What follows belongs to an exercise in optimizing a design on an open flow for small area; a production flow would make more cautious choices. The RTL was checked by simulation tests, not by an equivalence proof against the original design. Power figures rest on the tool's default switching activity, not on a simulated workload.

## flow/design.v

```verilog
module sha1_sched_ao22 (
    input  logic a0, b0, a1, b1,
    output logic y
);
    assign y = (a0 & b0) | (a1 & b1);
endmodule
module sha1_sched_aoi222 (
    input  logic a0, b0, a1, b1, a2, b2,
    output logic y
);
    assign y = ~((a0 & b0) | (a1 & b1) | (a2 & b2));
endmodule
module sha1_sched_rdmux #(
    parameter int N  = 64,
    parameter int TW = 14
) (
    input  logic [N-1:0]    sel,
    input  logic [N*TW-1:0] rows,
    output logic [TW-1:0]   out
);
    localparam int NT = N / 3;           
    localparam int NR = N - 3 * NT;      
    for (genvar b = 0; b < TW; b++) begin : g_bit
        logic [NT-1:0] t;                
        logic          r;
        for (genvar k = 0; k < NT; k++) begin : g_t
            sha1_sched_aoi222 u_t (
                .a0(sel[3*k]),   .b0(rows[(3*k)*TW + b]),
                .a1(sel[3*k+1]), .b1(rows[(3*k+1)*TW + b]),
                .a2(sel[3*k+2]), .b2(rows[(3*k+2)*TW + b]),
                .y(t[k])
            );
        end
        always_comb begin
            r = 1'b0;
            for (int i = 3 * NT; i < N; i++)
                r = r | (sel[i] & rows[i*TW + b]);
        end
        assign out[b] = ~&t | r;
    end
endmodule
module sha1_channel_sched #(
    parameter int CHANNEL_NUM_TOTAL = 64,
    parameter int CHANNEL_NUM_WIDTH = $clog2(CHANNEL_NUM_TOTAL),
    parameter int TAG_DATA_WIDTH    = 14,
    parameter int CNT_WIDTH         = $clog2(CHANNEL_NUM_TOTAL + 1)
) (
    input  logic                         sys_clk,
    input  logic                         sys_rst,
    input  logic                         alloc_req,
    input  logic [TAG_DATA_WIDTH-1:0]    alloc_tag,
    output logic                         alloc_ready,
    output logic                         alloc_gnt,
    output logic [CHANNEL_NUM_WIDTH-1:0] alloc_ch,
    input  logic                         rel_val,
    input  logic [CHANNEL_NUM_WIDTH-1:0] rel_ch,
    output logic                         rel_tag_val,
    output logic [TAG_DATA_WIDTH-1:0]    rel_tag,
    output logic [CNT_WIDTH-1:0]         free_cnt,
    output logic                         err_double_free
);
    localparam int N  = CHANNEL_NUM_TOTAL;
    localparam int W  = CHANNEL_NUM_WIDTH;
    localparam int TW = TAG_DATA_WIDTH;
    localparam int GW = W / 2;               
    localparam int GS = 1 << GW;             
    localparam int HW = W - GW;              
    localparam int NG = 1 << HW;             
    logic              init_q;       
    logic [W-1:0]      last_q;       
    logic [N-1:0]      free_q;       
    logic [CNT_WIDTH-1:0] free_cnt_q;
    logic              gnt_q;
    logic              rtv_q;
    logic              err_q;
    logic [W-1:0]      rel_ch_q;
    logic [N*TW-1:0]   tag_q;        
    logic              accept;
    logic              rel_free;
    logic              rel_ok;
    logic              rel_bad;
    logic [HW-1:0]     lg;
    logic [GW-1:0]     lo;
    logic [GS-1:0]     above;        
    logic [NG-1:0]     grp_gt, grp_eq;
    logic [NG-1:0]     any_free, any_hi;
    logic [2*NG-1:0]   cand, cand_pick;
    logic [NG-1:0]     grp_oh;       
    logic              use_above;    
    logic [GS-1:0]     vec;
    logic [GS-1:0]     off_oh;       
    logic [HW-1:0]     grp_bin;
    logic [GW-1:0]     off_bin;
    assign lg = last_q[W-1:GW];
    assign lo = last_q[GW-1:0];
    always_comb begin
        for (int j = 0; j < GS; j++)
            above[j] = GW'(j) > lo;
        for (int k = 0; k < NG; k++) begin
            grp_gt[k]   = HW'(k) > lg;
            grp_eq[k]   = HW'(k) == lg;
            any_free[k] = |free_q[k*GS +: GS];
            any_hi[k]   = (grp_gt[k] && any_free[k]) ||
                          (grp_eq[k] && |(free_q[k*GS +: GS] & above));
        end
        cand = {any_free, any_hi};
        for (int i = 0; i < 2 * NG; i++) begin
            cand_pick[i] = cand[i];
            for (int m = 0; m < i; m++)
                if (cand[m]) cand_pick[i] = 1'b0;
        end
        grp_oh    = cand_pick[NG-1:0] | cand_pick[2*NG-1:NG];
        use_above = |(cand_pick[NG-1:0] & grp_eq);
        vec = '0;
        for (int k = 0; k < NG; k++)
            if (grp_oh[k]) vec = vec | free_q[k*GS +: GS];
        if (use_above)
            vec = vec & above;
        for (int j = 0; j < GS; j++) begin
            off_oh[j] = vec[j];
            for (int m = 0; m < j; m++)
                if (vec[m]) off_oh[j] = 1'b0;
        end
        grp_bin = '0;
        for (int k = 0; k < NG; k++)
            if (grp_oh[k]) grp_bin = grp_bin | HW'(k);
        off_bin = '0;
        for (int j = 0; j < GS; j++)
            if (off_oh[j]) off_bin = off_bin | GW'(j);
    end
    assign alloc_ready = (free_cnt_q != '0);
    assign accept      = alloc_req && alloc_ready;
    logic [NG-1:0]     grp_acc;
    logic [N-1:0]      we, nwe;
    assign grp_acc = accept ? grp_oh : '0;
    always_comb begin
        for (int i = 0; i < N; i++) begin
            we[i]  = grp_acc[i / GS] & off_oh[i % GS];
            nwe[i] = ~we[i];
        end
    end
    logic [NG-1:0]     rel_grp;
    logic [GS-1:0]     rel_off;
    logic [NG-1:0]     set_grp;      
    logic [GS-1:0]     set_off;
    always_comb begin
        for (int k = 0; k < NG; k++) rel_grp[k] = (rel_ch[W-1:GW] == HW'(k));
        for (int j = 0; j < GS; j++) rel_off[j] = (rel_ch[GW-1:0] == GW'(j));
    end
    assign rel_free = free_q[rel_ch];
    assign rel_ok   = !init_q && rel_val && !rel_free;
    assign rel_bad  = !init_q && rel_val && rel_free;
    assign set_grp  = sys_rst ? '1 : (rel_ok ? rel_grp : '0);
    assign set_off  = sys_rst ? '1 : rel_off;
    logic [N-1:0]      free_d;
    for (genvar i = 0; i < N; i++) begin : g_free
        sha1_sched_ao22 u_free (
            .a0(free_q[i]), .b0(nwe[i]),
            .a1(set_grp[i / GS]), .b1(set_off[i % GS]),
            .y(free_d[i])
        );
    end
    always_ff @(posedge sys_clk)
        free_q <= free_d;
    always_ff @(posedge sys_clk) begin
        if (sys_rst) begin
            init_q     <= 1'b1;
            last_q     <= W'(N - 1);
            free_cnt_q <= '0;
            gnt_q      <= 1'b0;
            rtv_q      <= 1'b0;
            err_q      <= 1'b0;
        end else begin
            gnt_q <= accept;
            rtv_q <= rel_ok;
            if (init_q) begin
                last_q <= last_q + 1'b1;
                if (last_q == W'(N - 2)) begin
                    init_q     <= 1'b0;
                    free_cnt_q <= CNT_WIDTH'(N);
                end
            end else begin
                if (accept)
                    last_q <= {grp_bin, off_bin};
                if (rel_bad)
                    err_q <= 1'b1;
                free_cnt_q <= free_cnt_q + CNT_WIDTH'(rel_ok) - CNT_WIDTH'(accept);
            end
        end
    end
    always_ff @(posedge sys_clk)
        rel_ch_q <= rel_ch;
    logic [N*TW-1:0]   tag_d;
    for (genvar i = 0; i < N; i++) begin : g_row
        for (genvar b = 0; b < TW; b++) begin : g_bit
            sha1_sched_ao22 u_hold (
                .a0(we[i]),  .b0(alloc_tag[b]),
                .a1(nwe[i]), .b1(tag_q[i*TW + b]),
                .y(tag_d[i*TW + b])
            );
        end
    end
    always_ff @(posedge sys_clk)
        tag_q <= tag_d;
    logic [N-1:0]      rd_oh;
    always_comb
        for (int i = 0; i < N; i++)
            rd_oh[i] = (rel_ch_q == W'(i));
    sha1_sched_rdmux #(.N(N), .TW(TW)) u_rdmux (
        .sel(rd_oh), .rows(tag_q), .out(rel_tag)
    );
    assign alloc_gnt       = gnt_q;
    assign alloc_ch        = last_q;
    assign rel_tag_val     = rtv_q;
    assign free_cnt        = free_cnt_q;
    assign err_double_free = err_q;
endmodule
```

## flow/run.sh

```bash
#!/bin/bash
# synth_recipe.tcl (not shown) runs the flow's synth.tcl, then flattens the netlist and writes it again
# the make line also repeats each setting of config.mk as NAME=value (left out here)
make -C /OpenROAD-flow-scripts/flow DESIGN_CONFIG=/design/flow/config.mk WORK_HOME=/design/flow/orfs CLKGATE_MAP_FILE= SYNTH_SCRIPT=/design/flow/synth_recipe.tcl finish
```

## flow/config.mk

```make
export PLATFORM = sky130hd
export DESIGN_NAME = sha1_channel_sched
export DESIGN_NICKNAME = sha1_channel_sched
export VERILOG_FILES = /design/flow/design.v
export SDC_FILE = /design/flow/constraint.sdc
export NUM_CORES = 4
export LEC_CHECK = 0
export CAP_MARGIN = 20
export CORE_MARGIN = 2
export CORE_UTILIZATION = 40
export CTS_BUF_LIST = sky130_fd_sc_hd__clkbuf_8
export CTS_CLUSTER_DIAMETER = 50
export CTS_CLUSTER_SIZE = 18
export SLEW_MARGIN = 20
export SYNTH_HIERARCHICAL = 1
```

## flow/constraint.sdc

```tcl
create_clock -name core_clock -period 9.0 [get_ports {sys_clk}]
set_input_delay 1.8000 -clock core_clock [delete_from_list [all_inputs] [get_ports {sys_clk}]]
set_output_delay 1.8000 -clock core_clock [all_outputs]
set_load 0.01 [all_outputs]
```

==> summary.txt, run 1 <==
After synthesis, the largest family of logic cells by area is compound AO/OA/AOI/OAI gates. The clock latency at the later pin of the worst-skew pair is 0.79 ns. The total routing usage reported by global routing came out at about 29%. The number of instances on the worst hold path came out at 1. The synthesized netlist devotes 35.63% of its cell area to compound gates. Dividing the synthesized area by the synthesized cell count gives 11.67 um2. In the final design database the tool counted between 3,000 and 4,000 nets. The minimum setup slack after placement came out at between 1.5 and 2 ns. The worst register-to-register path has a depth of 14.

Summed over its instances, the top area cell type makes up 53.65% of the synthesized netlist area. Ranked by instance count, the synthesized netlist is headed by 983 x dfxtp_1, 966 x a22o_1, 298 x a222oi_1. The number of gates resized after CTS was 0. The finished cells cover ~42,000 um2. The routed layout has 31,910 vias.

The post-detailed-route via-to-cell ratio came out at 6.905. The number of clock buffers inserted by TritonCTS came out at 97. In this run the static leakage power is 15.61 nW. The remaining antenna violation count after routing is 0. The run finished with no timing, DRC or antenna violations. The path with the worst hold slack has its endpoint at tag_q[440]. Setup repair after global routing left no endpoint under its margin. The overall die width came out at 306.8 um. Power spread over the standard cell area amounts to 308.9 nW/um2. The buffer depth of the longest clock path came out at 3. The post-route netlist has 11.97% of its cells at a drive strength greater than 1.

The clock tree from TritonCTS is built. The starting DRC count in detailed routing came out at 5,353. The final total negative setup slack is 0 ns. STA classifies the critical path endpoint as an output port. The slack of the critical path is 1.990 ns.

The area growth from synthesis to layout came out at 13.66%. The min-delay analysis places its worst path in the category reg -> reg. The routed design could run at a clock period as short as 7.010 ns. The synthesized cell area came out at around 37,000 um2. The detailed placer's ending HPWL is between 90,000 and 100,000 um. The synthesized flop and latch total is roughly 980. CTS saw 983 sinks. The endpoint identified for the worst register-to-register timing path is tag_q[86]. The portion of synthesized area spent on multiplexers is 1.283%. Summed over all instances, the cell type with the most area after synthesis is dfxtp_1.

The clock arrives with between 0.05 and 0.06 ns of skew. The headroom to the max-slew limit is 14.08%. In this run the number of H-tree levels came out at 3. The weighted congestion reported at the end of routability-driven placement is just under 1.

The overall overflow remaining after global route came out at 0. The required time reported for the critical path endpoint is ~7 ns. The number of enable flip-flop cells after synthesis came out at 0. The total instance count after detailed placement came out at 4,433. The placement row count is 111. The final max-slew violation count is 0. The number of ports placed on the die boundary is 55.

The area occupied by registers is roughly 20,000 um2. The setup violation total in the final timing report is 0. The count of final hold-check violations came to 0. The peak ir drop on the vdd network is 0.2721 mV. The number of input and output port buffers inserted is 54.

The adder and majority gate portion of the synthesized area came out at 0.4981%. The arrival time at the worst endpoint came out at 5.21 ns. The number of instances in the synthesized netlist is approximately 3,100. The critical path is of the reg -> out type. The synthesized-area fraction occupied by xor and xnor cells is less than 1%.

The tool flagged a number of max-cap violations equal to 0. The die footprint is between 90,000 and 100,000 um2. Of all nets on the critical path, the largest fanout is 16. The number of filler cells placed in the layout is approximately 8,400. The most used flip-flop cell after synthesis is dfxtp_1. The upper clock frequency limit came out at 0.1427 GHz. The basic-gate share of the synthesized area counting and, or, nand and nor cells is 7.573%. In the post-synthesis netlist, the biggest area contributors are dfxtp_1 54%, a22o_1 23%, a222oi_1 8.1%. Entering global routing, the biggest net connects 65 pins. The number of antenna violations at the first check in global routing is 5. The placement-stage cell area is 39,190 um2. The worst hold path begins at tag_q[440]. The power after layout is about 13 mW. The number of hold buffers added after CTS was 0.

The via count of the first global-routing pass came out at 29,660. The area of the core came out at 91,250 um2. After detailed routing, the number of remaining DRC violations is 0. Of the available clock period, the critical path in the final layout requires 77.88%. For flop-to-flop paths, the worst setup slack is roughly 2.1 ns.

In the final routed layout, each cell accounts on average for between 30 and 40 um. The utilization of the core after routing is 45.69%. The count of unique library cells instantiated by Yosys came out at 97.

The starting density of the core came out at about two fifths. The proportion of register bits with asynchronous set or reset after synthesis is 0%. The global-route wire length before repair is between 200,000 and 250,000 um. The die boundary height came out at a little over 300 um. The transition at the pin with the smallest max-transition slack came out at 1.284 ns. The net count after synthesis is 3,180.

The multi-input combinational cells in the finished layout cover a total of 16,610 um2. The aggregate routed wire length is 142,600 um. The total setup buffers inserted after CTS is 0. The worst setup path is launched from a register.

The most frequently used cell type in the post-synthesis netlist is dfxtp_1. The clock root buffer is clkbuf_8. The reg-to-reg startpoint is last_q[0]. Summing the sequential cell areas from Yosys gives 53.65% of the chip area. The synthesis warning total came out at 8. After clock tree synthesis, the clock-pin slew on the worst setup and hold paths is 0.09 ns.

After the flow finishes, the layout carries non-filler instances totaling 4,622. The post-route worst hold slack came out at 0.4749 ns. For this run, the detailed router's first-pass iteration total came to 9.
[cell families after synthesis]
| family | after synthesis |
|---|---|
| AOI/OAI and AO/OA | 1472 |
| DFF | 983 |
| and+or+nand+nor | 544 |
| buffers and inverters | 102 |
| muxes | 22 |
| adders and majority gates | 14 |
| xor gates and xnor gates | 5 |
[registers in the layout, indices dropped and copies added (netlist names)]
| signal | cells |
|---|---|
| err_q | 1 |
| free_cnt_q | 7 |
| free_q | 64 |
| gnt_q | 1 |
| init_q | 1 |
| last_q | 6 |
| rel_ch_q | 6 |
| rtv_q | 1 |
| tag_q | 896 |
[routing by layer]
layer / global-route usage, % / vias up / share of wire [%]
li1: - / 13810 / -
met2: 43.82 / 1884 / 43
met5: 0 / - / 0.016
met4: 12.70 / 4 / 4.8
met1: 40.91 / 15890 / 42
met3: 4.914 / 330 / 9.3
[power breakdown]
group          leakage (nW)  internal, mW  switching [mW]  total [mW]
clock                  1.21          1.52            1.82        3.34
sequential             7.97          5.51           0.697        6.20
combinational          6.44          1.40            1.93        3.33
total                  15.6          8.43            4.45        12.9
[cells in the final DEF (no fill, tap or decap), drive strengths merged, types with 28 or more instances in the layout]
cell type and count:
nand2 136, a22o 966, nor2 153, o21ai 45, nand3 34, buf 123
nand4 70, clkbuf 107, dfxtp 983, a21oi 28, nor4 28, clkdlybuf4s50 40
inv 76, a222oi 298
[worst max path at each step]
stage / to / slack, ns / cells past startpoint / start
detailed placement: free_cnt_q[6] / 1.92 / 18 / rel_ch[1]
global placement: free_cnt_q[6] / 1.95 / 18 / rel_ch[1]
CTS: rel_tag[12] / 2.04 / 7 / rel_ch_q[5]
floorplan: free_cnt_q[6] / 2.66 / 18 / rel_ch[1]
global route: tag_q[540] / 1.83 / 14 / last_q[0]
finish: rel_tag[12] / 1.99 / 7 / rel_ch_q[5]
[final cells by class]
type / count / share of cell area [%]
timing repair buffer: 163 / 3.149
sequential: 983 / 47.21
multi-input combinational: 2057 / 39.84
clock inverter: 75 / 2.260
inverter: 48 / 0.4322
antenna: 3 / 0.01801
clock buffer: 107 / 3.533
tap: 1186 / 3.560
[worst max-delay path, cell delays in order (launching register included)]
cell and delay (ns):
dfxtp_1 0.38, nand2b_1 0.75, nor2_2 0.35, a222oi_1 0.67, nand4_1 0.33, nor4_1 1.04
nand2_1 0.33, clkdlybuf4s50_1 0.58
[modules after synthesis (local to each module, per instance), a selection]
module / cells / times used / flip-flops and latches / cell area [um2]
sha1_sched_ao22: 1 / 960 / 0 / 8.758
sha1_channel_sched: 1761 / 1 / 983 / 24520
sha1_sched_aoi222: 1 / 294 / 0 / 10.01
==> run 2, diff against run 1 <==
--- a/flow/config.mk
+++ b/flow/config.mk
@@ -12,3 +12,3 @@
 export CTS_CLUSTER_DIAMETER = 50
-export CTS_CLUSTER_SIZE = 18
+export CTS_CLUSTER_SIZE = 15
 export SLEW_MARGIN = 20
==> run 2 against run 1 <==
Compared with the run above:
- cell area fell by 0.13%
- combinational power is essentially flat
- flip-flop and latch count is the same
- critical path depth rose by 7
- clock-buffer cell count increased by 6
- sequential share of layout area grew 0.062 points
- maximum frequency grew 0.91%
- non-clock buffer count stayed put
- cell count about the same
- critical endpoint is now tag_q[86]
==> summary.txt, run 2 <==
The number of enable flip-flop cells after synthesis is 0 (unchanged). The synthesis warning total is 8 (unchanged). The area growth from synthesis to layout is 13.51%.

The minimum setup slack after placement is 1.922 ns (unchanged). The sequential fraction of the synthesis area is 53.65% (unchanged). The dominant combinational cell family by area after synthesis is compound AO/OA/AOI/OAI gates. The final total negative setup slack was 0 ns (unchanged).

The worst hold path belongs to the class reg -> reg. The slack of the critical path is 2.054 ns (+0.06348 ns). The adder and majority gate portion of the synthesized area is 0.4981% (unchanged). The overall die width came out at 306.8 um (unchanged). The clock latency at the later pin of the worst-skew pair came out at 0.79 ns (about the same).

In the layout the commonest cells are 983 x dfxtp_1, 966 x a22o_1, 298 x a222oi_1. The overall overflow remaining after global route is 0 (unchanged). The clock root buffer is clkbuf_8. The peak ir drop on the vdd network came out at 0.2744 mV (+0.84%).

After synthesis, the cell types taking the most area are dfxtp_1 54%, a22o_1 23%, a222oi_1 8.1%. The basic-gate share of the synthesized area counting and, or, nand and nor cells was 7.573% (unchanged). The mean routed wirelength per cell is 30.84 um (about the same).

The transition at the pin with the smallest max-transition slack came to 1.239 ns (-0.04529 ns). The reg2reg setup slack was 2.05 ns (about the same). The buffer depth of the longest clock path is 3 (unchanged). The final net count is 3,392 (+0.12%). The kind of launch point of the worst setup path is a register.

The synthesized-area fraction occupied by xor and xnor cells came out at 0.1194% (unchanged). Traced cell by cell, the critical path runs through inv_2 -> ha_1 -> nor3_4 -> o21ai_1 -> and4_1 -> o211a_2 -> and4b_1 -> and3_1 -> a2111oi_4 -> a41oi_4 -> or2_1 -> or4b_1 -> nor2_2 -> a22o_1. The library cell occupying the most area in the post-synthesis netlist is dfxtp_1.

The DRC violations left is 0 (unchanged). The final max-slew violation count came to 0 (unchanged). The detailed placer's ending HPWL was 90,070 um (unchanged).

The die footprint came out at 94,130 um2 (unchanged). The placement row count is 111 (unchanged). The fraction of final layout cells sized beyond drive strength 1 came out at 11.94% (-0.036 points). The slowest cell on the critical path is or4b_1.

The proportion of register bits with asynchronous set or reset after synthesis came to 0% (unchanged). The required time reported for the critical path endpoint is 9.72 ns (+2.52 ns). The number of input and output port buffers inserted is 54 (unchanged).

The peak per-stage delay on the critical path is 1.12 ns (+0.08 ns). The start point of the critical path is last_q[0]. The starting DRC count in detailed routing was 4,928 (-7.9%). The count of unique library cells instantiated by Yosys came out at 97 (unchanged). The starting density of the core is 40.20% (unchanged).

The synthesized flop and latch total is 983 (unchanged). The area occupied by multi-input gates came out at 16,620 um2 (about the same). The setup violation total in the final timing report is 0 (unchanged). The count of final hold-check violations is 0 (unchanged). The total routing usage reported by global routing is 29.16% (+0.074 points). The die boundary height came out at 306.8 um (unchanged). The cell area power density came out at 308.0 nW/um2 (-0.30%). The largest fanout on the critical path is 20 (+4). The number of filler cells placed in the layout came out at 8,400 (+0.17%). The post-route clock period utilization is 77.18% (-0.71 points). The number of buffers inserted for hold repair after clock tree synthesis was 0 (unchanged). The most flop-heavy register is tag_q. The area fraction in compound gates after synthesis is 35.63% (unchanged).

The synthesized cell area is 36,680 um2 (unchanged). The average cell area after synthesis was 11.67 um2 (unchanged). The flip-flop count of the largest register, all copies and words added came to 896 (unchanged).

The number of instances in the synthesized netlist came out at 3,142 (unchanged). The number of antenna violations at the first check in global routing is 6 (+1). The arrival time at the worst endpoint was 7.67 ns (+2.46 ns). In the synthesized netlist the dominant register cell turns out to be dfxtp_1. The mux share of post-synthesis cell area came out at 1.283% (unchanged). The run finished with no timing, DRC or antenna violations. The weighted congestion reported at the end of routability-driven placement is 0.9887 (unchanged).

The clock edge transition at the registers on the reported setup and hold paths came to 0.08 ns (about the same). The largest registers in the layout are tag_q (896), free_q (64), free_cnt_q (7). The utilization of the core after routing came out at 45.63% (-0.060 points).

Ranked by instance count, the synthesized netlist is headed by 983 x dfxtp_1, 966 x a22o_1, 298 x a222oi_1. The aggregate routed wire length is 142,600 um (about the same). The most frequent standard cell in the layout excluding fill and tap cells is dfxtp_1.

The critical path in this run is classified as reg -> reg. The number of clock buffers inserted by TritonCTS is 101 (+4.1%). The cell leakage power is 15.60 nW (about the same). The area occupied by registers came out at 19,680 um2 (unchanged). The max capacitance violation total came to 0 (unchanged). The net count after synthesis came to 3,180 (unchanged). The final clock skew came to 0.03791 ns (-0.02099 ns). The remaining antenna violation count after routing is 0 (unchanged). The reg-to-reg startpoint is last_q[0]. The cell area after layout is 41,630 um2 (-0.13%). The clock period minus worst slack is 6.946 ns (-0.06348 ns). The post-detailed-route via-to-cell ratio came out at 6.904 (about the same).

The global-route wire length before repair is 207,000 um (+0.26%). The post-route worst hold slack came to 0.4715 ns (-0.003398 ns). The number of ports placed on the die boundary is 55 (unchanged). The headroom to the max-slew limit is 16.86% (+2.8 points). The pin count of the biggest net entering global routing came out at 65 (unchanged).

The number of sinks handled by clock tree synthesis came out at 983 (unchanged). The via count of the first global-routing pass came out at 29,880 (+0.76%). The total number of vias is 31,920 (+0.028%).

The detailed-routing iteration count for the pre-antenna-repair pass was 7 (-2). The startpoint identified for the worst hold timing path is tag_q[304]. Setup repair after global routing left no endpoint under its margin. The upper clock frequency limit came out at 0.1440 GHz (+0.91%). The area of the core came out at 91,250 um2 (unchanged). The total setup buffers inserted after CTS came out at 0 (unchanged). TritonCTS built the clock tree.

The post-cts resize count was 0 (unchanged). The most frequently used cell type in the post-synthesis netlist is dfxtp_1. The count of H-tree levels built during CTS came out at 3 (unchanged).

The share of the synthesized area in the top cell type came out at 53.65% (unchanged). The worst setup path is captured at a register. The placement-stage cell area came out at 39,190 um2 (unchanged).
## run 2: cell counts after synthesis
No cell type changed its count.
## run 2: where the power goes
group	internal, mW	switching, mW	leakage [nW]	total, mW
clock	1.52	1.76	1.20	3.28
sequential	5.51	0.698	7.97	6.20
combinational	1.40	1.93	6.44	3.34
## run 2: layout make-up
| type | count | area share (%) |
|---|---|---|
| sequential | 983 | 47.27 |
| multi-input combinational | 2057 | 39.92 |
| clock buffer | 113 | 3.736 |
| tap | 1186 | 3.564 |
| timing repair buffer | 163 | 3.153 |
| clock inverter | 71 | 1.911 |
| inverter | 48 | 0.4328 |
| antenna | 3 | 0.01803 |
## run 2: cell families after synthesis
group | Yosys count
adders and majority gates | 14
xor gates and xnor gates | 5
buffers and inverters | 102
and+or+nand+nor | 544
AOI/OAI and AO/OA | 1472
DFF | 983
muxes | 22
## run 2: worst max-delay path, delay by kind of cell, from the launching register on
kind | cells | cell delay, ns
buffers and inverters | 1 | 0.27
AO/OA/AOI/OAI | 5 | 1.58
adder cells (fa/ha/maj) | 1 | 0.35
flip-flops | 1 | 0.70
AND/OR/NAND/NOR | 7 | 3.95
## run 2: routing by layer
metal / vias to the layer above / track usage, % / part of all wire, %
li1: 13800 / - / -
met1: 15920 / 40.77 / 42
met2: 1860 / 43.29 / 43
met3: 336 / 5.252 / 9.1
met4: 6 / 14.24 / 5.1
met5: - / 0 / 0.027
## run 2: path summary, 6_finish.rpt
path | end | cells past startpoint
setup / recovery | tag_q[86] | 14
hold / removal | tag_q[304] | 1
hold reg to reg | tag_q[304] | 1
setup reg to reg | tag_q[86] | 14
## run 2: stage by stage
| step | power (mW) | cells |
|---|---|---|
| 4_1_cts | 12.75 | 4617 |
| 5_1_grt | 13.34 | 4624 |
| 6_report | 12.82 | 4624 |
| 2_1_floorplan | 8.298 | 3142 |
| 3_3_place_gp | 9.461 | 4431 |
| 3_5_place_dp | 9.487 | 4433 |
## run 2: per-module statistics from Yosys (local to each module, per instance), excerpt
module              cell area, um2  flops+latches  cells  times used
sha1_sched_aoi222            10.01              0      1         294
sha1_sched_ao22              8.758              0      1         960
sha1_channel_sched           24520            983   1761           1
==> run 3, diff against run 2 <==
--- a/flow/config.mk
+++ b/flow/config.mk
@@ -7,5 +7,5 @@
 export LEC_CHECK = 0
-export CAP_MARGIN = 20
+export CAP_MARGIN = 0
 export CORE_MARGIN = 2
-export CORE_UTILIZATION = 40
+export CORE_UTILIZATION = 60
 export CTS_BUF_LIST = sky130_fd_sc_hd__clkbuf_8
@@ -13,3 +13,3 @@
 export CTS_CLUSTER_SIZE = 15
-export SLEW_MARGIN = 20
+export SLEW_MARGIN = 0
 export SYNTH_HIERARCHICAL = 1
==> run 3 against run 2 <==
Compared with the run above:
- still clean
- global-route usage up 14 points
- clock power decreased by 16%
- cell count decreased by 11%
- via count is 4.2% higher
- non-clock buffer count is 43 lower
- register-to-register slack lost 0.11 ns
- setup slack got worse by 0.39 ns
- synthesized cell count stayed put
- routed wire length fell by 1.5%
- sequential share of layout area up 1.8 points
- critical path depth shrank 6
- critical endpoint is now rel_tag[9]
- largest power group unchanged
- highest routed layer unchanged
==> summary.txt, run 3 <==
The starting density of the core is 60.77% (+21 points). The post-cts resize count is 0 (unchanged). The number of filler cells placed in the layout came out at 4,597 (-45%). The number of enable flip-flop cells after synthesis is 0 (unchanged). The die footprint came out at 63,120 um2 (-33%). The number of instances in the synthesized netlist is 3,142 (unchanged). The clock edge transition at the registers on the reported setup and hold paths is 0.09 ns (about the same). The number of clock buffers inserted by TritonCTS was 86 (-15%). The global routing usage on met2 is 62.36% (+19 points). The pin count of the biggest net entering global routing is 65 (unchanged).

The commonest register cell after synthesis is dfxtp_1. The number of buffers inserted for hold repair after clock tree synthesis is 0 (unchanged). The clock latency at the later pin of the worst-skew pair was 0.75 ns (-0.04 ns). The detailed-routing iteration count for the pre-antenna-repair pass is 11 (+4).

The flip-flop count of the largest register, all copies and words added was 896 (unchanged). TritonCTS built the clock tree. The overall overflow remaining after global route is 0 (unchanged).

CTS placed an instance of clkbuf_8 at the clock tree root. The share of the synthesized area in the top cell type came out at 53.65% (unchanged). The count of final hold-check violations came out at 0 (unchanged).

The fraction of final layout cells sized beyond drive strength 1 is 8.860% (-3.1 points). The final clock skew was 0.06567 ns (+0.02776 ns). The max capacitance violation total came out at 0 (unchanged). The aggregate routed wire length came out at 140,500 um (-1.5%). The number of input and output port buffers inserted came out at 54 (unchanged). By count the netlist is led by 983 x dfxtp_1, 966 x a22o_1, 298 x a222oi_1. After global routing, the most crowded layer is met2.

The synthesized flop and latch total came out at 983 (unchanged). The combinational cell fraction of total power was 27.2% (+1.2 points). The cell area power density is 307.3 nW/um2 (-0.21%). The upper clock frequency limit is 0.1362 GHz (-5.4%). The starting DRC count in detailed routing is 6,403 (+30%).

The count of unique library cells instantiated by Yosys is 97 (unchanged). The number of sinks handled by clock tree synthesis is 983 (unchanged). The synthesized cell area is 36,680 um2 (unchanged).

The required time reported for the critical path endpoint came out at 7.20 ns (-2.52 ns). The worst setup path is captured at an output port. The met1 demand-to-capacity share in global routing is 56.64% (+16 points). The sequential fraction of the synthesis area is 53.65% (unchanged). The final max-slew violation count was 0 (unchanged). The peak ir drop on the vdd network was 0.2658 mV (-3.1%).

In the final layout, the registers with the most flip-flops are tag_q (896), free_q (64), free_cnt_q (7). The utilization of the core after routing was 66.47% (+21 points). The DRC violations left came out at 0 (unchanged). The mean routed wirelength per cell came out at 34.03 um (+10%). The area growth from synthesis to layout is 9.388%. The placement-stage cell area came to 38,350 um2 (-2.1%). The area occupied by multi-input gates came to 16,550 um2 (-0.41%). The detailed placer's ending HPWL came to 89,670 um (-0.44%). The weighted congestion reported at the end of routability-driven placement is 1.025 (+3.7%). The area occupied by registers came out at 19,680 um2 (unchanged). The setup violation total in the final timing report is 0 (unchanged). The synthesis warning total came out at 8 (unchanged). The post-detailed-route via-to-cell ratio was 8.055 (+17%). The cell area after layout came out at 40,120 um2 (-3.6%).

The most flop-heavy register is tag_q. The remaining antenna violation count after routing is 0 (unchanged). dfxtp_1 takes more of the synthesized area than any other cell.

The post-route clock period utilization is 81.56% (+4.4 points). The global-route wire length before repair came out at 205,900 um (-0.53%). The placement row count came out at 90 (-19%). The class of the most critical setup path is reg -> out.

The largest fanout on the critical path is 14 (-30%). The total number of vias is 33,260 (+4.2%). The number of ports placed on the die boundary was 55 (unchanged).

The non-filler instance count after layout is 4,129 (-11%). The clock period minus worst slack is 7.340 ns (+0.3942 ns). The total routing usage reported by global routing is 42.97% (+14 points). The proportion of total power due to net switching is 34.42% (+0.15 points). The net count after synthesis is 3,180 (unchanged). The number of antenna violations at the first check in global routing came out at 4 (-2).

The library cells used most frequently in the layout, excluding fill and tap cells, are 983 x dfxtp_1, 966 x a22o_1, 298 x a222oi_1. The buffer depth of the longest clock path came out at 3 (unchanged). The sequential fraction of design power came out at 50.6% (+2.2 points). The transition at the pin with the smallest max-transition slack is 1.373 ns (+0.1341 ns).

The internal power is 8.086 mW (-4.0%). The via count of the first global-routing pass came out at 31,170 (+4.3%). The average cell area after synthesis came to 11.67 um2 (unchanged). The count of H-tree levels built during CTS came out at 3 (unchanged).

The cell leakage power was 15.05 nW (-3.5%). The total instance count after detailed placement is 3,990 (-10%). The total net switching power came out at 4.244 mW (-3.4%). The path class of the lowest-slack min-delay path is reg -> reg.

Setup repair after global routing left no endpoint under its margin. The slack of the critical path is 1.660 ns (-0.3942 ns). The most frequent standard cell in the layout excluding fill and tap cells is dfxtp_1. The minimum setup slack after placement is 1.632 ns (-0.2890 ns). The power share of the clock group is 22.2% (-3.4 points). STA classifies the critical path startpoint as a register.

The total setup buffers inserted after CTS is 0 (unchanged). The headroom to the max-slew limit is 8.139% (-8.7 points). After synthesis, the cell types taking the most area are dfxtp_1 54%, a22o_1 23%, a222oi_1 8.1%. The area of the core is 60,360 um2 (-34%). The overall die width came to 251.2 um (-18%).

The run finished with no timing, DRC or antenna violations. The post-route worst hold slack is 0.4740 ns (+0.002586 ns). The met3 demand-to-capacity share in global routing was 13.93% (+8.7 points). The arrival time at the worst endpoint came to 5.54 ns (-2.13 ns). Yosys instantiated no cell more often than dfxtp_1. The final total negative setup slack is 0 ns (unchanged). The final net count came to 3,334 (-1.7%).

The power after layout came out at 12.33 mW (-3.8%). The die boundary height came out at 251.2 um (-18%). The proportion of register bits with asynchronous set or reset after synthesis came out at 0% (unchanged).
run 3: metal layers:
layer	vias to the layer above	wire, um
met5	-	27
met2	2747	59440
li1	13640	-
met3	525	20080
met4	4	9156
met1	16350	51820
run 3: layout make-up:
type / instances / area share, %
clock buffers: 95 / 3.259
diodes: 6 / 0.03742
repair buffers: 120 / 2.408
multi-input cells: 2057 / 41.25
clock inverters: 38 / 1.113
well taps: 782 / 2.439
inverters: 48 / 0.4491
flip-flops and latches: 983 / 49.05
run 3: worst paths after layout:
check | from | cells past startpoint | slack [ns] | end
min | tag_q[250] | 1 | 0.47 | tag_q[250]
min reg2reg | tag_q[250] | 1 | 0.47 | tag_q[250]
max reg2reg | last_q[0] | 15 | 1.94 | tag_q[83]
max | rel_ch_q[0] | 8 | 1.66 | rel_tag[9]
run 3: critical path, stage by stage, from the launching register on:
cell,delay [ns]
dfxtp_1,0.49
nor2b_1,0.14
nand2_1,0.58
nor2_1,0.47
a222oi_1,0.73
nand4_1,0.40
nor4_1,0.98
nand2_1,0.39
clkdlybuf4s50_1,0.59
run 3: cells by family after synthesis:
family	synth area share [%]
muxes	1.283
AOI/OAI and AO/OA	35.63
DFF	53.65
buffers and inverters	1.245
adders and majority gates	0.4981
xor gates and xnor gates	0.1194
and+or+nand+nor	7.573
run 3: power by group through the flow:
stage,logic [mW],clock network [mW],registers [mW]
3_3_place_gp,3.16,0,6.21
6_report,3.36,2.74,6.24
3_5_place_dp,3.23,0,6.27
2_1_floorplan,2.24,0,6.05
5_1_grt,3.52,2.91,6.34
4_1_cts,3.25,2.74,6.19
run 3: per-module statistics from Yosys (local to each module, per instance), excerpt:
module,flops+latches,cells inside
sha1_sched_ao22,0,1
sha1_channel_sched,983,1761
sha1_sched_aoi222,0,1
==> run 4, diff against run 3 <==
--- a/flow/config.mk
+++ b/flow/config.mk
@@ -9,5 +9,5 @@
 export CORE_MARGIN = 2
-export CORE_UTILIZATION = 60
+export CORE_UTILIZATION = 40
 export CTS_BUF_LIST = sky130_fd_sc_hd__clkbuf_8
-export CTS_CLUSTER_DIAMETER = 50
+export CTS_CLUSTER_DIAMETER = 80
 export CTS_CLUSTER_SIZE = 15
==> run 4 against run 3 <==
Compared with the run above:
- total power fell by 4.6%
- via count fell by 5.7%
- global-route usage fell by 14 points
- critical endpoint is now rel_tag[3]
- largest cell class unchanged
- largest power group unchanged
- combinational power fell by 1%
- non-clock buffer count rose by 37
- utilization fell by 22 points
- worst hold slack improved by 0.0010 ns
- clock power fell by 18%
- cell count rose by 9.4%
- die area rose by 49%
- clock-buffer cell count fell by 18
- highest routed layer is now met4
- flip-flop and latch count did not move
==> summary.txt, run 4 <==
The share of the synthesized area in the top cell type is 53.65% (unchanged). The internal power is 7.691 mW (-4.9%). The overall die width is 306.8 um (+22%). The average cell area after synthesis came out at 11.67 um2 (unchanged). The clock tree from TritonCTS is built. The clock period minus worst slack came out at 7.084 ns (-0.2562 ns). The weighted congestion reported at the end of routability-driven placement came out at 0.9887 (-3.6%). The headroom to the max-slew limit was 7.685% (-0.45 points).

The required time reported for the critical path endpoint is 7.20 ns (about the same). The worst setup path is captured at an output port. The number of input and output port buffers inserted is 54 (unchanged). The transition at the pin with the smallest max-transition slack came to 1.372 ns (-0.0007690 ns). Counting instances in the post-synthesis netlist gives the leading cell types as 983 x dfxtp_1, 966 x a22o_1, 298 x a222oi_1. Among all cell types in the netlist, the one instantiated most often is dfxtp_1.

The power share of the clock group came out at 19.1% (-3.1 points). The largest registers in the layout are tag_q (896), free_q (64), free_cnt_q (7). The count of H-tree levels built during CTS is 3 (unchanged). The final max-slew violation count came out at 0 (unchanged).

The final clock skew is 0.04713 ns (-0.01854 ns). The number of sinks handled by clock tree synthesis is 983 (unchanged). The upper clock frequency limit came to 0.1412 GHz (+3.6%).

The die boundary height was 306.8 um (+22%). The synthesis warning total is 8 (unchanged). The net count after synthesis is 3,180 (unchanged). The synthesized design spends more area on one cell type than any other, namely dfxtp_1. The clock root buffer is clkbuf_8. The area growth from synthesis to layout is 9.852%. The number of ports placed on the die boundary came to 55 (unchanged). The synthesized flop and latch total came out at 983 (unchanged). The total setup buffers inserted after CTS came out at 0 (unchanged).

The buffer depth of the longest clock path is 3 (unchanged). Ranked by flip-flop count, first place goes to tag_q. The aggregate routed wire length came to 141,700 um (+0.87%).

The DRC violations left is 0 (unchanged). The post-detailed-route via-to-cell ratio came out at 6.946 (-14%). The post-cts resize count came to 0 (unchanged). STA classifies the critical path startpoint as a register.

The placement row count came out at 111 (+23%). The arrival time at the worst endpoint came out at 5.28 ns (-0.26 ns). The die footprint is 94,130 um2 (+49%). The flow ran to the end and the layout has no timing, DRC or antenna violations. The final net count came out at 3,361 (+0.81%). The number of clock buffers inserted by TritonCTS is 76 (-12%).

The cell area power density is 292.0 nW/um2 (-5.0%). The pin count of the biggest net entering global routing came out at 65 (unchanged). The cell leakage power came out at 14.95 nW (-0.71%). The detailed-routing iteration count for the pre-antenna-repair pass is 6 (-5). In the synthesized netlist the dominant register cell turns out to be dfxtp_1.

In the layout the commonest cells are 983 x dfxtp_1, 966 x a22o_1, 298 x a222oi_1. The setup violation total in the final timing report was 0 (unchanged). The path class of the tightest hold or removal check is reg -> reg.

The detailed placer's ending HPWL came out at 90,150 um (+0.53%). The area of the core is 91,250 um2 (+51%). The largest fanout on the critical path is 16 (+2). The clock edge transition at the registers on the reported setup and hold paths came out at 0.10 ns (about the same).

The sequential fraction of the synthesis area came out at 53.65% (unchanged). The count of final hold-check violations is 0 (unchanged). The worst setup path is of the reg -> out kind. The number of antenna violations at the first check in global routing is 2 (-2). The total number of vias came out at 31,370 (-5.7%).

The fraction of final layout cells sized beyond drive strength 1 is 8.679% (-0.18 points). The number of enable flip-flop cells after synthesis is 0 (unchanged). The overall overflow remaining after global route was 0 (unchanged). Setup repair after global routing left no endpoint under its margin. The number of buffers inserted for hold repair after clock tree synthesis was 0 (unchanged).

The max capacitance violation total came out at 0 (unchanged). The total routing usage reported by global routing came to 28.99% (-14 points). The clock latency at the later pin of the worst-skew pair was 0.75 ns (about the same). The number of instances in the synthesized netlist is 3,142 (unchanged). The via count of the first global-routing pass is 29,410 (-5.6%). The starting DRC count in detailed routing is 5,127 (-20%). The proportion of register bits with asynchronous set or reset after synthesis came out at 0% (unchanged). The synthesized cell area is 36,680 um2 (unchanged). The total net switching power is 4.075 mW (-4.0%). The combinational cell fraction of total power is 28.2% (+1.0 points). The remaining antenna violation count after routing came to 0 (unchanged). The peak ir drop on the vdd network came to 0.2244 mV (-16%). The starting density of the core came out at 40.20% (-21 points). The flip-flop count of the largest register, all copies and words added came to 896 (unchanged). The post-route clock period utilization came out at 78.71% (-2.8 points). The count of unique library cells instantiated by Yosys came out at 97 (unchanged). The global-route wire length before repair is 205,700 um (about the same).

The proportion of total power due to net switching is 34.63% (+0.21 points). The slack of the critical path came out at 1.916 ns (+0.2562 ns). The mean routed wirelength per cell is 31.38 um (-7.8%). The minimum setup slack after placement came out at 1.912 ns (+0.2793 ns). The sequential fraction of design power came out at 52.7% (+2.1 points). The final total negative setup slack is 0 ns (unchanged).

Yosys attributes the largest share of cell area to dfxtp_1 54%, a22o_1 23%, a222oi_1 8.1%. Leaving out fill and tap cells, the most frequent cell in the layout is dfxtp_1.
==> run 4: cell counts after synthesis <==
Identical to the previous run, type by type.
==> run 4: path summary, 6_finish.rpt <==
path	cells past startpoint	startpoint	end	slack (ns)
hold reg to reg	1	tag_q[188]	tag_q[188]	0.48
hold / removal	1	tag_q[188]	tag_q[188]	0.48
setup / recovery	7	rel_ch_q[5]	rel_tag[3]	1.92
setup reg to reg	14	last_q[0]	tag_q[261]	1.94
==> run 4: cell type report <==
cell class / count / area [um2]
Fill cell: 8512 / 50960
Sequential cell: 983 / 19680
Multi-Input combinational cell: 2057 / 16550
Tap cell: 1186 / 1484
Timing Repair Buffer: 157 / 1266
Clock buffer: 77 / 1060
Inverter: 48 / 180.2
Clock inverter: 8 / 71.32
Antenna cell: 1 / 2.502
==> run 4: layer usage <==
layer  vias up  part of all wire (%)  GRT usage [%]  wire, um
met5         -                     0              0         0
met4         0                   4.6          12.35      6516
met3       307                   9.0          4.831     12730
met2      1755                    44          43.98     62120
met1     15650                    43          40.69     60380
li1      13660                     -              -         -
==> run 4: kinds of logic (layout without fill, tap and decap cells) <==
logic type	Yosys count	after routing	share of synthesized area, %
and+or+nand+nor	544	544	7.573
xor gates and xnor gates	5	5	0.1194
buffers and inverters	102	290	1.245
AOI/OAI and AO/OA	1472	1472	35.63
other	0	1	0
adders and majority gates	14	14	0.4981
muxes	22	22	1.283
DFF	983	983	53.65
==> run 4: modules after synthesis, one instance, submodules excluded, a selection <==
module	copies in the design	area, um2	cells inside
sha1_sched_aoi222	294	10.01	1
sha1_channel_sched	1	24520	1761
sha1_sched_ao22	960	8.758	1
==> run 4: critical path, cell delays in order (launching register included) <==
cell,delay [ns]
dfxtp_1,0.38
nand2b_1,0.71
nor2_1,0.52
a222oi_1,0.60
nand4_1,0.28
nor4_1,1.20
nand2_1,0.24
clkdlybuf4s50_1,0.57
==> run 4: power by group through the flow <==
stage	sequential (mW)	clock (mW)	combinational, mW
after CTS	6.17	2.28	3.25
final	6.20	2.25	3.31
after floorplan	6.05	0	2.24
after global routing	6.32	2.44	3.51
after global placement	6.27	0	3.20
after detailed placement	6.24	0	3.24
==> run 4: stage by stage <==
step	hold slack, ns	total power [mW]	utilization (%)	instances	instance area (um2)
after floorplan	0.4383	8.298	-	3142	36680
after global placement	0.4506	9.461	42.91	4431	39160
after detailed placement	0.4519	9.487	42.91	4431	39160
after CTS	0.4798	11.70	44.15	4516	40290
after global routing	0.4880	12.27	44.16	4517	40290
final	0.4751	11.77	44.16	4517	40290
==> run 5, diff against run 4 <==
--- a/flow/design.v
+++ b/flow/design.v
@@ -11,2 +11,19 @@
     assign y = ~((a0 & b0) | (a1 & b1) | (a2 & b2));
+endmodule
+module sha1_sched_aoi22 (
+    input  logic a0, b0, a1, b1,
+    output logic y
+);
+    assign y = ~((a0 & b0) | (a1 & b1));
+endmodule
+module sha1_sched_andor8 (
+    input  logic [7:0] a,
+    input  logic [7:0] b,
+    output logic       y
+);
+    logic [2:0] t;
+    sha1_sched_aoi222 u_t0 (.a0(a[0]), .b0(b[0]), .a1(a[1]), .b1(b[1]), .a2(a[2]), .b2(b[2]), .y(t[0]));
+    sha1_sched_aoi222 u_t1 (.a0(a[3]), .b0(b[3]), .a1(a[4]), .b1(b[4]), .a2(a[5]), .b2(b[5]), .y(t[1]));
+    sha1_sched_aoi22  u_t2 (.a0(a[6]), .b0(b[6]), .a1(a[7]), .b1(b[7]), .y(t[2]));
+    assign y = ~&t;
 endmodule
@@ -102,5 +119,14 @@
             any_free[k] = |free_q[k*GS +: GS];
-            any_hi[k]   = (grp_gt[k] && any_free[k]) ||
-                          (grp_eq[k] && |(free_q[k*GS +: GS] & above));
-        end
+        end
+    end
+    logic [NG-1:0]     hi_free;
+    for (genvar k = 0; k < NG; k++) begin : g_hi
+        sha1_sched_andor8 u_hi (.a(free_q[k*GS +: GS]), .b(above), .y(hi_free[k]));
+        sha1_sched_ao22 u_any_hi (
+            .a0(grp_gt[k]), .b0(any_free[k]), .a1(grp_eq[k]), .b1(hi_free[k]),
+            .y(any_hi[k])
+        );
+    end
+    sha1_sched_andor8 u_use_above (.a(grp_eq), .b(hi_free), .y(use_above));
+    always_comb begin
         cand = {any_free, any_hi};
@@ -111,9 +137,14 @@
         end
-        grp_oh    = cand_pick[NG-1:0] | cand_pick[2*NG-1:NG];
-        use_above = |(cand_pick[NG-1:0] & grp_eq);
-        vec = '0;
-        for (int k = 0; k < NG; k++)
-            if (grp_oh[k]) vec = vec | free_q[k*GS +: GS];
-        if (use_above)
-            vec = vec & above;
+        grp_oh = cand_pick[NG-1:0] | cand_pick[2*NG-1:NG];
+    end
+    logic [GS-1:0]     grp_free;
+    for (genvar j = 0; j < GS; j++) begin : g_vec
+        logic [NG-1:0] col;
+        for (genvar k = 0; k < NG; k++) begin : g_col
+            assign col[k] = free_q[k*GS + j];
+        end
+        sha1_sched_andor8 u_vec (.a(grp_oh), .b(col), .y(grp_free[j]));
+    end
+    always_comb begin
+        vec = grp_free & (use_above ? above : '1);
         for (int j = 0; j < GS; j++) begin
@@ -149,3 +180,7 @@
     end
-    assign rel_free = free_q[rel_ch];
+    logic [NG-1:0]     rel_grp_free;
+    for (genvar k = 0; k < NG; k++) begin : g_relf
+        sha1_sched_andor8 u_relf (.a(rel_off), .b(free_q[k*GS +: GS]), .y(rel_grp_free[k]));
+    end
+    sha1_sched_andor8 u_rel_free (.a(rel_grp), .b(rel_grp_free), .y(rel_free));
     assign rel_ok   = !init_q && rel_val && !rel_free;
--- a/flow/config.mk
+++ b/flow/config.mk
@@ -7,3 +7,3 @@
 export LEC_CHECK = 0
-export CAP_MARGIN = 0
+export CAP_MARGIN = 10
 export CORE_MARGIN = 2
@@ -13,3 +13,4 @@
 export CTS_CLUSTER_SIZE = 15
-export SLEW_MARGIN = 0
+export GPL_TIMING_DRIVEN = 0
+export SLEW_MARGIN = 10
 export SYNTH_HIERARCHICAL = 1
==> run 5 against run 4 <==
Compared with the run above:
- register-to-register slack worse by 1.2 ns
- critical path depth is 13 higher
- flip-flop and latch count stayed put
- combinational power is 19% lower
- global-route usage is 0.59 points higher
- sequential share of layout area is 1.2 points higher
- die area is 2.5% lower
- critical endpoint is now tag_q[65]
- via count is 0.83% higher
- non-clock buffer count is 50 lower
- utilization is 0.26 points higher
- maximum frequency is 14% lower
- critical path type is now reg -> reg
- setup slack worse by 1.2 ns
==> summary.txt, run 5 <==
The number of cells on the worst reg-to-reg path came out at 20 (+6). TritonCTS built the clock tree. The buffers plus inverters on the worst setup path is 4 (+3). The headroom to the max-slew limit came to 9.468% (+1.8 points). The number of buffers inserted for hold repair after clock tree synthesis came out at 0 (unchanged). The most frequently used cell type in the post-synthesis netlist is dfxtp_1. The area occupied by multi-input gates is 15,850 um2 (-4.2%). The weighted congestion reported at the end of routability-driven placement is 0.9582 (-3.1%). The slowest cell on the critical path is a21oi_1.

The largest delay contributor family on the critical path is compound AO/OA/AOI/OAI gates. The global-route wire length before repair is 203,700 um (-0.98%). The upper clock frequency limit is 0.1207 GHz (-14%). The cell area after layout came out at 39,310 um2 (-2.4%).

The count of H-tree levels built during CTS was 3 (unchanged). The count of final hold-check violations came to 0 (unchanged). The share of the synthesized area in the top cell type is 55.05% (+1.4 points). The worst register-to-register path begins at last_q[1]. The power share of the clock group came out at 20.7% (+1.6 points).

The total setup buffers inserted after CTS is 0 (unchanged). CTS placed an instance of clkbuf_8 at the clock tree root. The number of sinks handled by clock tree synthesis is 983 (unchanged). The power after layout is 11.05 mW (-6.1%). The total net switching power is 3.653 mW (-10%). The number of input and output port buffers inserted came to 54 (unchanged). The count of unique library cells instantiated by Yosys came out at 70 (-28%). The terminus of the critical flop-to-flop path is tag_q[65]. The final clock skew came to 0.05564 ns (+0.008506 ns). The starting density of the core is 40.39% (+0.19 points). Setup repair after global routing left no endpoint under its margin. The via count of the first global-routing pass came out at 29,610 (+0.66%). The synthesized cell area is 35,750 um2 (-2.5%).

The number of filler cells placed in the layout is 8,107 (-4.8%). Tracing the worst setup path back leads to its startpoint at last_q[1]. The number of enable flip-flop cells after synthesis is 0 (unchanged). The peak ir drop on the vdd network is 0.2023 mV (-9.8%).

Traced cell by cell, the critical path runs through buf_2 -> clkbuf_1 -> a21oi_1 -> a222oi_1 -> nand3_1 -> a22o_1 -> nor4_4 -> nand4_2 -> nor2_1 -> a21oi_1 -> inv_1 -> a222oi_1 -> nand3_1 -> a21boi_0 -> o21ai_1 -> o21ai_1 -> nor2_1 -> nand2_1 -> inv_1 -> a22o_1. STA classifies the critical path endpoint as a register. The combinational cell fraction of total power is 24.2% (-4.0 points).

The DRC violations left is 0 (unchanged). The proportion of register bits with asynchronous set or reset after synthesis came out at 0% (unchanged). The class of the most critical setup path is reg -> reg. The worst setup path is launched from a register.

The placement-stage cell area was 38,070 um2 (-2.8%). The largest registers in the layout are tag_q (896), free_q (64), free_cnt_q (7). The clock period minus worst slack is 8.285 ns (+1.201 ns). The overall die width is 302.9 um (-1.3%).

The detailed placer's ending HPWL was 92,450 um (+2.5%). Ranked by instance count, the synthesized netlist is headed by 983 x dfxtp_1, 968 x a22o_1, 346 x a222oi_1. The mean routed wirelength per cell came out at 32.39 um (+3.2%). In this run the most critical hold path is launched from tag_q[26]. The path with the worst hold slack has its endpoint at tag_q[26].

The die footprint was 91,770 um2 (-2.5%). The average cell area after synthesis was 11.80 um2 (+1.1%). dfxtp_1 takes more of the synthesized area than any other cell.

The met3 demand-to-capacity share in global routing came out at 6.824% (+2.0 points). The post-route clock period utilization came out at 92.06% (+13 points). The aggregate routed wire length is 141,200 um (-0.38%). In this run the worst hold path is classified as reg -> reg.

The die boundary height is 302.9 um (-1.3%). The pin count of the biggest net entering global routing was 65 (unchanged). The non-filler instance count after layout came out at 4,359 (-3.5%). The most frequent standard cell in the layout excluding fill and tap cells is dfxtp_1. The clock latency at the later pin of the worst-skew pair is 0.77 ns (+0.02 ns). The number of instances on the worst hold path is 1 (unchanged).

The largest fanout on the critical path came out at 16 (unchanged). The sequential fraction of design power is 55.1% (+2.4 points). The arrival time at the worst endpoint is 8.96 ns (+3.68 ns). The post-cts resize count came out at 0 (unchanged).

The area of the core came to 88,510 um2 (-3.0%). The final max-slew violation count came out at 0 (unchanged). The transition at the pin with the smallest max-transition slack is 1.354 ns (-0.01809 ns). The cell leakage power is 14.46 nW (-3.3%). The final net count came out at 3,218 (-4.3%). The remaining antenna violation count after routing is 0 (unchanged). The top cell types in the final layout, fill and taps aside, are 983 x dfxtp_1, 968 x a22o_1, 346 x a222oi_1. The number of clock buffers inserted by TritonCTS came out at 77 (+1.3%).

The overall overflow remaining after global route came out at 0 (unchanged). The most utilized layer in the global route result is met2. The number of ports placed on the die boundary is 55 (unchanged). The peak per-stage delay on the critical path is 1.02 ns (-0.18 ns).

The clock edge transition at the registers on the reported setup and hold paths is 0.09 ns (about the same). The synthesized flop and latch total came out at 983 (unchanged). The internal power came out at 7.397 mW (-3.8%). The synthesis warning total came out at 8 (unchanged).

The max capacitance violation total was 0 (unchanged). The fraction of final layout cells sized beyond drive strength 1 came out at 7.364% (-1.3 points). The net count after synthesis came to 3,067 (-3.6%). The total instance count after detailed placement is 4,265 (-3.7%). The area occupied by registers was 19,680 um2 (unchanged). Compared with the post-synthesis result, the final layout area differs by 9.979%. The met1 demand-to-capacity share in global routing is 41.98% (+1.3 points). The required time reported for the critical path endpoint came out at 9.68 ns (+2.48 ns). The total number of vias is 31,630 (+0.83%). The flow ran to the end and the layout has no timing, DRC or antenna violations.

By area the synthesized netlist is led by dfxtp_1 55%, a22o_1 24%, a222oi_1 9.7%. The global routing usage on met2 is 43.17% (-0.80 points). Among all flip-flop cells after synthesis, the most frequent one is dfxtp_1. The number of instances in the synthesized netlist is 3,029 (-3.6%).

The reg2reg setup slack was 0.71 ns (-1.23 ns). The setup violation total in the final timing report is 0 (unchanged). The post-detailed-route via-to-cell ratio is 7.257 (+4.5%). The total routing usage reported by global routing was 29.59% (+0.59 points).

The cell area power density is 281.1 nW/um2 (-3.7%). The sequential fraction of the synthesis area came out at 55.05% (+1.4 points). The buffer depth of the longest clock path is 3 (unchanged). The placement row count was 109 (-1.8%).

Ranked by flip-flop count, first place goes to tag_q. The proportion of total power due to net switching is 33.06% (-1.6 points). The flip-flop count of the largest register, all copies and words added came out at 896 (unchanged). The starting DRC count in detailed routing came to 6,196 (+21%). The number of antenna violations at the first check in global routing came out at 6 (+4). The detailed-routing iteration count for the pre-antenna-repair pass came to 21 (+15).
-- run 5: cell count changes after synthesis, sizes merged, moves of 10 or more --
cell and change:
inv -13, nand3 +23, a222oi +48, nor2b -18, o21ai -31, nand4 -10
nand2b -11, buf -12, a21oi -12, nand2 +16, a22oi +14, mux4 -20
-- run 5: power by group through the flow --
stage | sequential, mW | clock [mW] | combinational (mW)
2_1_floorplan | 5.97 | 0 | 1.63
3_3_place_gp | 6.08 | 0 | 2.45
3_5_place_dp | 6.14 | 0 | 2.56
4_1_cts | 6.06 | 2.32 | 2.57
5_1_grt | 6.19 | 2.48 | 2.81
6_report | 6.09 | 2.28 | 2.68
-- run 5: kinds of logic (layout without fill, tap and decap cells) --
logic type	count (synthesis)	count (layout)	share of synthesized area (%)
other	1	4	0.01049
flip-flops	983	983	55.05
AO/OA/AOI/OAI	1426	1426	36.18
AND/OR/NAND/NOR	529	529	7.284
buffers and inverters	70	232	0.8156
XOR/XNOR	6	6	0.1470
adder cells (fa/ha/maj)	14	14	0.5111
-- run 5: per-module statistics from Yosys (local to each module, per instance), a selection --
module,cells,flip-flops and latches
sha1_channel_sched,1536,983
sha1_sched_andor8,1,0
sha1_sched_ao22,1,0
sha1_sched_aoi22,1,0
sha1_sched_aoi222,1,0
-- run 5: layout make-up --
class	count	share of cell area, %
sequential	983	50.06
multi-input combinational	1976	40.32
tap	1165	3.708
clock buffer	79	2.766
timing repair buffer	72	2.120
buffer	35	0.4074
inverter	35	0.3342
clock inverter	11	0.2705
antenna	3	0.01910
-- run 5: layer usage --
metal | up-vias | routed length (um)
met4 | 8 | 6317
met1 | 15890 | 58910
met3 | 320 | 15990
li1 | 13240 | -
met5 | - | 94
met2 | 2175 | 59880
-- run 5: how the worst max path moves through the flow --
stage | end | slack, ns | depth (start not counted)
2_1_floorplan | tag_q[420] | 3.60 | 21
3_3_place_gp | tag_q[532] | -0.39 | 21
3_5_place_dp | tag_q[88] | 0.88 | 21
4_1_cts | tag_q[88] | 0.85 | 21
5_1_grt | tag_q[67] | 0.64 | 22
6_report | tag_q[65] | 0.71 | 20
-- run 5: worst reg2reg max path: cells and delay by family, from the launching register on --
kind / cells / cell delay (ns)
buffers and inverters: 4 / 1.54
AND/OR/NAND/NOR: 7 / 2.71
AO/OA/AOI/OAI: 9 / 3.65
flip-flops: 1 / 0.36
-- run 5: through the flow --
stage / hold slack (ns) / TNS (ns) / worst slack, ns / util (%)
floorplan: 0.4383 / 0 / 3.602 / -
global placement: 0.4504 / -32.86 / -0.3911 / 42.64
detailed placement: 0.4525 / 0 / 0.8816 / 43.01
CTS: 0.4766 / 0 / 0.8506 / 44.36
global route: 0.4880 / 0 / 0.6415 / 44.41
finish: 0.4739 / 0 / 0.7146 / 44.42
==> run 6, diff against run 5 <==
==> flow/flow/run.sh (new file) <==
#!/bin/bash
set -euo pipefail
CTS="-sink_clustering_enable -repair_clock_nets -dont_use_dummy_load"
CTS="$CTS -sink_clustering_size 15 -sink_clustering_max_diameter 80"
CTS="$CTS -buf_list sky130_fd_sc_hd__clkbuf_8"
bash standard.sh "CTS_ARGS=$CTS" finish > standard.log 2>&1
==> flow/standard.sh (new file) <==
#!/bin/bash
# synth_recipe.tcl (not shown) runs the flow's synth.tcl, then flattens the netlist and writes it again
# the make line also repeats each setting of config.mk as NAME=value (left out here)
make -C /OpenROAD-flow-scripts/flow DESIGN_CONFIG=/design/flow/config.mk WORK_HOME=/design/flow/orfs CLKGATE_MAP_FILE= SYNTH_SCRIPT=/design/flow/synth_recipe.tcl "${@:-finish}"
--- a/flow/config.mk
+++ b/flow/config.mk
@@ -10,5 +10,2 @@
 export CORE_UTILIZATION = 40
-export CTS_BUF_LIST = sky130_fd_sc_hd__clkbuf_8
-export CTS_CLUSTER_DIAMETER = 80
-export CTS_CLUSTER_SIZE = 15
 export GPL_TIMING_DRIVEN = 0
removed: flow/run.sh
==> run 6 against run 5 <==
Compared with the run above:
- critical path depth grew 2
- non-clock buffer count is the same
- area after synthesis is the same
- largest cell class unchanged
- highest routed layer unchanged
==> summary.txt, run 6 <==
The run finished with no timing, DRC or antenna violations. The required time reported for the critical path endpoint is 9.66 ns (-0.02 ns). The share of the synthesized area in the top cell type came out at 55.05% (unchanged). The largest fanout on the critical path came out at 16 (unchanged). The clock period minus worst slack is 8.181 ns (-0.1046 ns). The cell leakage power came to 14.40 nW (-0.42%). The number of buffers inserted for hold repair after clock tree synthesis came out at 0 (unchanged).

The total net switching power came out at 3.598 mW (-1.5%). The clock edge transition at the registers on the reported setup and hold paths is 0.09 ns (about the same). The clock latency at the later pin of the worst-skew pair came out at 0.78 ns (about the same). The detailed placer's ending HPWL is 92,450 um (unchanged). The synthesis warning total came out at 8 (unchanged). The slack of the critical path came out at 0.8191 ns (+0.1046 ns).

The peak ir drop on the vdd network is 0.2013 mV (-0.48%). The final clock skew is 0.1052 ns (+0.04954 ns). The global-route wire length before repair is 203,700 um (about the same).

STA classifies the critical path endpoint as a register. The average cell area after synthesis is 11.80 um2 (unchanged). The internal power came out at 7.354 mW (-0.59%).

The sequential fraction of design power came to 55.6% (+0.5 points). The die boundary height came out at 302.9 um (unchanged). Sorting the synthesized cells by area gives the leading types as dfxtp_1 55%, a22o_1 24%, a222oi_1 9.7%. The arrival time at the worst endpoint was 8.84 ns (-0.12 ns). The setup violation total in the final timing report came out at 0 (unchanged). The starting DRC count in detailed routing came out at 6,287 (+1.5%). The weighted congestion reported at the end of routability-driven placement is 0.9582 (unchanged).

The number of instances in the synthesized netlist was 3,029 (unchanged). The setup path with the least slack is of type reg -> reg. The area growth from synthesis to layout is 9.605%. The overall overflow remaining after global route is 0 (unchanged). The area of the core came to 88,510 um2 (unchanged).

The number of enable flip-flop cells after synthesis is 0 (unchanged). The register with the most flip-flops in the final layout is tag_q. The post-detailed-route via-to-cell ratio is 7.277 (+0.28%).

The commonest register cell after synthesis is dfxtp_1. The final net count is 3,218 (unchanged). The power share of the clock group was 20.0% (-0.7 points). The clock root buffer is clkbuf_8. The detailed-routing iteration count for the pre-antenna-repair pass was 21 (unchanged). The overall die width came out at 302.9 um (unchanged).

The transition at the pin with the smallest max-transition slack is 1.373 ns (+0.01858 ns). In the layout the commonest cells are 983 x dfxtp_1, 968 x a22o_1, 346 x a222oi_1. Yosys instantiated no cell more often than dfxtp_1.

The cell area power density is 279.5 nW/um2 (-0.55%). The post-cts resize count came out at 0 (unchanged). The net count after synthesis came out at 3,067 (unchanged).

STA classifies the critical path startpoint as a register. The total routing usage reported by global routing came out at 29.59% (unchanged). The synthesized flop and latch total came out at 983 (unchanged).

The starting density of the core is 40.39% (unchanged). The placement row count is 109 (unchanged). The combinational cell fraction of total power came out at 24.5% (+0.3 points). The upper clock frequency limit is 0.1222 GHz (+1.3%).

The path class of the lowest-slack min-delay path is reg -> reg. The aggregate routed wire length came to 141,100 um (about the same). Setup repair after global routing left no endpoint under its margin. TritonCTS built the clock tree. The synthesized cell area is 35,750 um2 (unchanged).

The sequential fraction of the synthesis area came out at 55.05% (unchanged). The proportion of total power due to net switching is 32.85% (-0.21 points). The buffer depth of the longest clock path is 3 (unchanged). The number of input and output port buffers inserted came out at 54 (unchanged). The proportion of register bits with asynchronous set or reset after synthesis is 0% (unchanged).

The pin count of the biggest net entering global routing is 65 (unchanged). The total number of vias came out at 31,630 (-0.022%). The via count of the first global-routing pass came out at 29,620 (+0.047%). The largest registers in the layout are tag_q (896), free_q (64), free_cnt_q (7). The count of final hold-check violations is 0 (unchanged). The remaining antenna violation count after routing was 0 (unchanged). The number of antenna violations at the first check in global routing was 5 (-1). The most frequent standard cell in the layout excluding fill and tap cells is dfxtp_1.

The number of sinks handled by clock tree synthesis came out at 983 (unchanged). The number of clock buffers inserted by TritonCTS is 77 (unchanged). The headroom to the max-slew limit came out at 8.158% (-1.3 points). The minimum setup slack after placement came out at 0.8816 ns (unchanged). The flip-flop count of the largest register, all copies and words added came to 896 (unchanged). The max capacitance violation total was 0 (unchanged). The final total negative setup slack is 0 ns (unchanged). The worst hold path begins at tag_q[300]. The total setup buffers inserted after CTS came out at 0 (unchanged). The count of unique library cells instantiated by Yosys is 70 (unchanged). The die footprint came out at 91,770 um2 (unchanged). The count of H-tree levels built during CTS is 3 (unchanged). The library cell occupying the most area in the post-synthesis netlist is dfxtp_1. The critical path starts at last_q[1]. The number of ports placed on the die boundary was 55 (unchanged). Sorting the synthesized cells by how often they occur yields 983 x dfxtp_1, 968 x a22o_1, 346 x a222oi_1. The post-route clock period utilization is 90.90% (-1.2 points). The final max-slew violation count is 0 (unchanged).

The mean routed wirelength per cell was 32.47 um (+0.24%). The DRC violations left came out at 0 (unchanged). The fraction of final layout cells sized beyond drive strength 1 came out at 6.986% (-0.38 points). In this run the critical register-to-register path is launched from last_q[1].
[run 6: cell types whose count changed in the layout (fill, tap and decap cells not counted), sizes merged]
cell	delta
clkinv	-3
clkbuf	-2
clkinvlp	-2
inv	-6
[run 6: power by group through the flow]
| stage | logic [mW] | clock network, mW | registers (mW) |
|---|---|---|---|
| finish | 2.68 | 2.19 | 6.09 |
| global route | 2.81 | 2.37 | 6.19 |
| CTS | 2.57 | 2.22 | 6.06 |
| detailed placement | 2.56 | 0 | 6.14 |
| global placement | 2.45 | 0 | 6.08 |
| floorplan | 1.63 | 0 | 5.97 |
[run 6: critical path, stage by stage, from the launching register on]
cell	delay, ns
dfxtp_1	0.42
buf_2	0.21
inv_1	0.08
ha_1	0.24
nor4_2	0.54
buf_2	0.36
a222oi_1	0.16
nand3_1	0.31
a22o_1	0.30
nor4_4	0.10
nand4_2	0.15
nor4_4	0.09
a22oi_1	0.55
inv_2	0.25
a222oi_1	0.54
nand3_1	0.32
a21boi_0	0.22
o21ai_1	0.28
o21ai_1	0.26
nor2_1	0.85
nand2_1	0.87
inv_1	0.75
a22o_1	0.23
[run 6: logic make-up after synthesis]
| group | synth area share (%) |
|---|---|
| AO/OA/AOI/OAI | 36.18 |
| flip-flops | 55.05 |
| AND/OR/NAND/NOR | 7.284 |
| buffers and inverters | 0.8156 |
| adder cells (fa/ha/maj) | 0.5111 |
| XOR/XNOR | 0.1470 |
| other | 0.01049 |
[run 6: metal layers]
| metal | track usage [%] | vias to the layer above | wire length, um |
|---|---|---|---|
| li1 | - | 13230 | - |
| met1 | 41.87 | 15940 | 59440 |
| met2 | 43.14 | 2115 | 59850 |
| met3 | 6.932 | 335 | 15310 |
| met4 | 12.26 | 8 | 6462 |
| met5 | 0 | - | 46 |
[run 6: worst paths after layout]
| kind | to | slack [ns] | cells after the start |
|---|---|---|---|
| setup reg to reg | tag_q[65] | 0.82 | 22 |
| hold reg to reg | tag_q[300] | 0.47 | 1 |
| setup / recovery | tag_q[65] | 0.82 | 22 |
| hold / removal | tag_q[300] | 0.47 | 1 |
[run 6: metrics by stage]
step | area (um2) | cells | power (mW) | util, % | hold slack [ns]
final | 39180 | 4346 | 10.95 | 44.26 | 0.4675
after global routing | 39170 | 4344 | 11.37 | 44.26 | 0.4856
after CTS | 39130 | 4342 | 10.84 | 44.21 | 0.4685
after detailed placement | 38070 | 4265 | 8.695 | 43.01 | 0.4525
after global placement | 37740 | 4248 | 8.537 | 42.64 | 0.4504
after floorplan | 35750 | 3029 | 7.603 | - | 0.4383
[run 6: Yosys stat by module, one instance, submodules excluded, a selection]
module / cells / flip-flops and latches / cell area, um2 / times used
sha1_sched_ao22: 1 / 0 / 8.758 / 968
sha1_sched_aoi222: 1 / 0 / 10.01 / 346
sha1_sched_andor8: 1 / 0 / 5.005 / 26
sha1_channel_sched: 1536 / 983 / 22540 / 1
sha1_sched_aoi22: 1 / 0 / 12.51 / 26
[run 6: area by class of cell]
cell class | count | area [um2]
Clock buffer | 77 | 1060
Antenna cell | 3 | 7.507
Fill cell | 8116 | 49330
Buffer | 35 | 160.2
Multi-Input combinational cell | 1976 | 15850
Tap cell | 1165 | 1458
Sequential cell | 983 | 19680
Inverter | 35 | 131.4
Timing Repair Buffer | 72 | 833.3

==> static timing again, ports no longer ideal <==
No port has a modelled driver above. Below, the same layouts with a new extraction and two added sets of constraints.
Step 1, drivers: a clkbuf_16 drives sys_clk and a buf_2 each remaining input, both assumed.
Step 2 times the ports against the registers' clock, not the clock port: input delays grow and output delays shrink by t, the midpoint of the rising clock arrivals with the driver on.
Three values: no drivers, after step 1, after step 2; two values: the first two.
run	shift t [ns]	setup slack, ns
run 1	0.831	1.990 / 1.922 / 1.884
run 2	0.845	2.054 / 2.021 / 1.836
run 3	0.780	1.660 / 1.601 / 1.471
run 4	0.790	1.916 / 1.851 / 1.867
run 5	0.804	0.715 / 0.715 / 0.715
run 6	0.785	0.819 / 0.819 / 0.819
After both steps every run listed still meets setup and hold.
